From an optimization exercise on the open Yosys and OpenROAD flow, aimed at small area, a short achievable clock period and few clock cycles per item; shortcuts taken in it are not production practice.
Only simulation tests tie the RTL to the original design; equivalence was not proved.
Power figures rest on the tool's default switching activity, not on a simulated workload.

// conv_engine
module conv_engine (
	input  wire                                 clk,
	input  wire                                 rst_n,
	input  wire                                 start,
	input  wire [1:0]                           op,
	input  wire                                 in_valid,
	output logic                                in_ready,
	input  wire [4*16-1:0]       in_ifm,
	input  wire [4*16-1:0]       in_wgt,
	input  wire                                 in_last,
	output logic                                out_valid,
	input  wire                                 out_ready,
	output logic [4*16-1:0]      out_data,
	output logic                                out_last,
	output logic                                done
);
For scale: roughly 4200 cells after synthesis, ~200 I/O pins.
Settings: LEC_CHECK=0, CAP_MARGIN=20, CORE_MARGIN=2, CORE_UTILIZATION=40, SETUP_SLACK_MARGIN=5, SLEW_MARGIN=20; clock period 10.0 ns.
standard.sh (not shown) runs the stock make flow with config.mk's settings and CLKGATE_MAP_FILE= SYNTH_SCRIPT=/design/flow/synth_recipe.tcl, a recipe that flattens the netlist after the stock synthesis.
==> flow/flow/run.sh <==
#!/bin/bash
set -euo pipefail
M=${MARGIN:-6.6}
sed "s/SETUP_SLACK_MARGIN=[0-9.]*/SETUP_SLACK_MARGIN=$M/" standard.sh > standard_margin.sh
grep -q "SETUP_SLACK_MARGIN=$M" standard_margin.sh
bash standard_margin.sh > standard.log 2>&1
Testbench counts at the start, summed over its fixed seeds: cycles 14,572, tiles 384.
==> next run, changes <==
==> flow/flow/run.sh (replaced) <==
#!/bin/bash
set -euo pipefail
M=6.65
sed -e "s/SETUP_SLACK_MARGIN=[0-9.]*/SETUP_SLACK_MARGIN=$M/" \
    -e "s/\"\${@:-finish}\"/BUFFER_PORTS_ARGS='-buffer_cell sky130_fd_sc_hd__buf_1' \"\${@:-finish}\"/" \
    standard.sh > standard_tuned.sh
grep -q "SETUP_SLACK_MARGIN=$M" standard_tuned.sh
grep -q "BUFFER_PORTS_ARGS" standard_tuned.sh
bash standard_tuned.sh > standard.log 2>&1
- CORE_UTILIZATION: 40 -> 60
- CTS_CLUSTER_DIAMETER: not set -> 120
- CTS_CLUSTER_SIZE: not set -> 24
- PLACE_DENSITY: not set -> 0.75
The new run completed with no timing, DRC or antenna violations.
Maximum frequency came out higher by 0.52%.
Worst setup slack improves by 17 ps.
Routed wire length came out lower by 7.0%.
Sequential power barely changes.
Area after synthesis does not change.
Worst hold slack improves by 20 ps.
Power came out lower by 6.5%.
Non-clock buffer count came out lower by 14.
Final area came out lower by 6.7%.
Core utilization came out higher by 18 points.
Sequential share of layout area came out higher by 2.1 points.
==> next run, changes <==
- CORE_UTILIZATION: 60 -> 70
- CTS_CLUSTER_DIAMETER: 120 -> 100
- PLACE_DENSITY: 0.75 -> not set
What happened:
- final area hardly moves
- flip-flop and latch count does not change
- setup slack loses 14 ps
- worst hold slack gains 5.0 ps
- utilization goes up by 11 points
- routed wire length is lower by 1.5%
- global-route usage climbs by 4.9 points
==> next run, changes <==
==> flow/flow/run.sh (replaced) <==
#!/bin/bash
set -euo pipefail
M=${MARGIN:-6.6}
sed "s/SETUP_SLACK_MARGIN=[0-9.]*/SETUP_SLACK_MARGIN=$M/" standard.sh > standard_margin.sh
grep -q "SETUP_SLACK_MARGIN=$M" standard_margin.sh
bash standard_margin.sh > standard.log 2>&1
- CORE_UTILIZATION: 70 -> 55
- CTS_CLUSTER_DIAMETER: 100 -> not set
- CTS_CLUSTER_SIZE: 24 -> not set
Non-clock buffer count is lower by 2.
Final cell count climbs by a few percent.
Global-route usage goes down by 5.9 points.
Via count fell by a few percent.
==> next run, changes <==
==> flow/flow/run.sh (replaced) <==
#!/bin/bash
set -euo pipefail
M=${MARGIN:-7.0}
sed "s/SETUP_SLACK_MARGIN=[0-9.]*/SETUP_SLACK_MARGIN=$M/" standard.sh > standard_margin.sh
grep -q "SETUP_SLACK_MARGIN=$M" standard_margin.sh
bash standard_margin.sh > standard.log 2>&1
The new run completed without violations; clock-buffer cell count is lower by 1; final area goes up by 12%; power increases by 15%; die area does not change; core utilization rose by 7.7 points; wire length came out higher by 26%.


== run A ==
Another version of the RTL of conv_engine (not shown whole).
For scale: ~4200 cells after synthesis, ~200 I/O pins, roughly 42000 um2 of cells after synthesis.
clock: 10.0 ns
lec_check: 0
cap_margin: 20
core_margin: 2
core_utilization: 60
cts_cluster_diameter: 120
cts_cluster_size: 24
setup_slack_margin: 5
slew_margin: 20
==> flow/flow/run.sh <==
#!/bin/bash
set -euo pipefail
M=6.55
sed -e "s/SETUP_SLACK_MARGIN=[0-9.]*/SETUP_SLACK_MARGIN=$M/" \
    -e "s/\"\${@:-finish}\"/BUFFER_PORTS_ARGS='-buffer_cell sky130_fd_sc_hd__buf_1' \"\${@:-finish}\"/" \
    standard.sh > standard_tuned.sh
grep -q "SETUP_SLACK_MARGIN=$M" standard_tuned.sh
grep -q "BUFFER_PORTS_ARGS" standard_tuned.sh
bash standard_tuned.sh > standard.log 2>&1
Testbench counts of run A, summed over its fixed seeds: cycles 14,572, tiles 384.
Edits applied to the flow inputs when going from run A to run B:
--- a/flow/flow/run.sh
+++ b/flow/flow/run.sh
@@ -1,5 +1,5 @@
 #!/bin/bash
 set -euo pipefail
-M=6.55
+M=6.75
 sed -e "s/SETUP_SLACK_MARGIN=[0-9.]*/SETUP_SLACK_MARGIN=$M/" \
     -e "s/\"\${@:-finish}\"/BUFFER_PORTS_ARGS='-buffer_cell sky130_fd_sc_hd__buf_1' \"\${@:-finish}\"/" \
### Flow results
Of run A and run B, the run reporting the lower pin count of the biggest net entering global routing was run B. Cmp run B vs run A: total clock network power lower in run B. Looking at run A and run B, the post-place instance area is a wash. Most utilized layer in the global route result = met1: run A; most utilized layer in the global route result = met2: run B. Multi-input gate share of total cell area (higher): run A. Compared run B vs run A, and initial antenna violation count is down in run B. Compared with run A, in run B final clock period utilization by the worst path saw a decrease; clock group share of total power shows a reduction of 0.6 points; global-route wire length before repair moved up; final non-filler cell total higher; setup slack after layout shows an increase of 0.18 ns. Looking at finished layout cell area, run B sits above run A.
Edits applied to the flow inputs when going from run B to run C:
- CORE_UTILIZATION changed from 60 to 66
## What came out
- Run C drops more vias than run B.
- Run C against run B: post-layout total power about even, worst setup slack lost 0.066 ns.
Relative to run C, the following input files were edited for run D:
- swapping 66 for 60 in CORE_UTILIZATION
- putting ABC_AREA at 1 where nothing was set
Findings:
- Multi-input combinational gate total went up by more than 10% going from run C to run D.
- Run D vs. run C: setup slack of the critical path after layout now sits higher, via density per instance -5.3%, post-layout net count climbed 17%.
- Cmp run D vs run C: arrival time of data at the critical path endpoint lower in run D
- Measured against each other, run C and run D differ in average cell area after synthesis, the higher figure coming from run C.
- A startpoint of the worst setup timing path of u_operands.y_q[43]$_DFF_P_ is what run D shows, while s_q[16]$_DFF_P_ belongs to run C.
--- input diff run D..run E ---
- ABC_AREA no longer set, was 1
--- a/flow/flow/run.sh
+++ b/flow/flow/run.sh
@@ -1,5 +1,5 @@
 #!/bin/bash
 set -euo pipefail
-M=6.75
+M=6.65
 sed -e "s/SETUP_SLACK_MARGIN=[0-9.]*/SETUP_SLACK_MARGIN=$M/" \
     -e "s/\"\${@:-finish}\"/BUFFER_PORTS_ARGS='-buffer_cell sky130_fd_sc_hd__buf_1' \"\${@:-finish}\"/" \
==> notes.md <==
Compared run E vs run D, and setup slack is down in run E. Diff run D -> run E | total of clock buffers placed in the layout | up by a little under 10%. NOTE non-clock inverter total of the final layout run D->run E decreased by more than a quarter. Delta (run E minus run D): detail-routed net length per standard cell up about 1.2%, share of power burned in the clock network up 0.3 points.

separate check: timing with driven ports:
How much do the figures lean on ideal ports? The routed layouts below were timed once more, with nothing changed but the port constraints.
Step 1: set_driving_cell puts a clkbuf_16 on clk and a buf_2 on each other input, an assumption about the parent block.
Step 2 adds t to the input delays and takes it off the output delays; t is the mean of the earliest and latest rising clock arrival at the registers after step 1. Input paths then give back, and output paths get back, about the clock's delay inside the block.
Slacks: ideal / step 1 / step 2; pairs: ideal / step 1.
run	shift t [ns]	slack for setup (ns)	hold WS [ns]	worst data-port slew with drivers (ns)
the first run of note 1	0.714	6.661 / 6.597 / 6.083	0.297 / 0.297 / 0.297	0.07
the second run of note 1	0.697	6.679 / 6.679 / 6.523	0.317 / 0.317 / 0.317	0.05
the third run of note 1	0.653	6.665 / 6.665 / 6.426	0.322 / 0.322 / 0.322	0.06
the fourth run of note 1	0.669	6.658 / 6.588 / 6.086	0.322 / 0.322 / 0.322	0.05
the fifth run of note 1	0.699	6.686 / 6.640 / 6.477	0.320 / 0.320 / 0.320	0.06
run A	0.701	6.610 / 6.610 / 6.513	0.321 / 0.321 / 0.321	0.06
run B	0.708	6.794 / 6.723 / 6.582	0.312 / 0.312 / 0.312	0.06
run C	0.694	6.728 / 6.728 / 6.690	0.329 / 0.329 / 0.329	0.06
run D	0.723	6.733 / 6.696 / 6.577	0.320 / 0.320 / 0.320	0.06
run E	0.706	6.682 / 6.682 / 6.682	0.325 / 0.325 / 0.325	0.07
After both steps setup and hold are still met in every run listed. For the first run of note 1, which loses most, drivers alone change the setup slack by -0.064 ns; drivers and shift together by -0.578 ns.
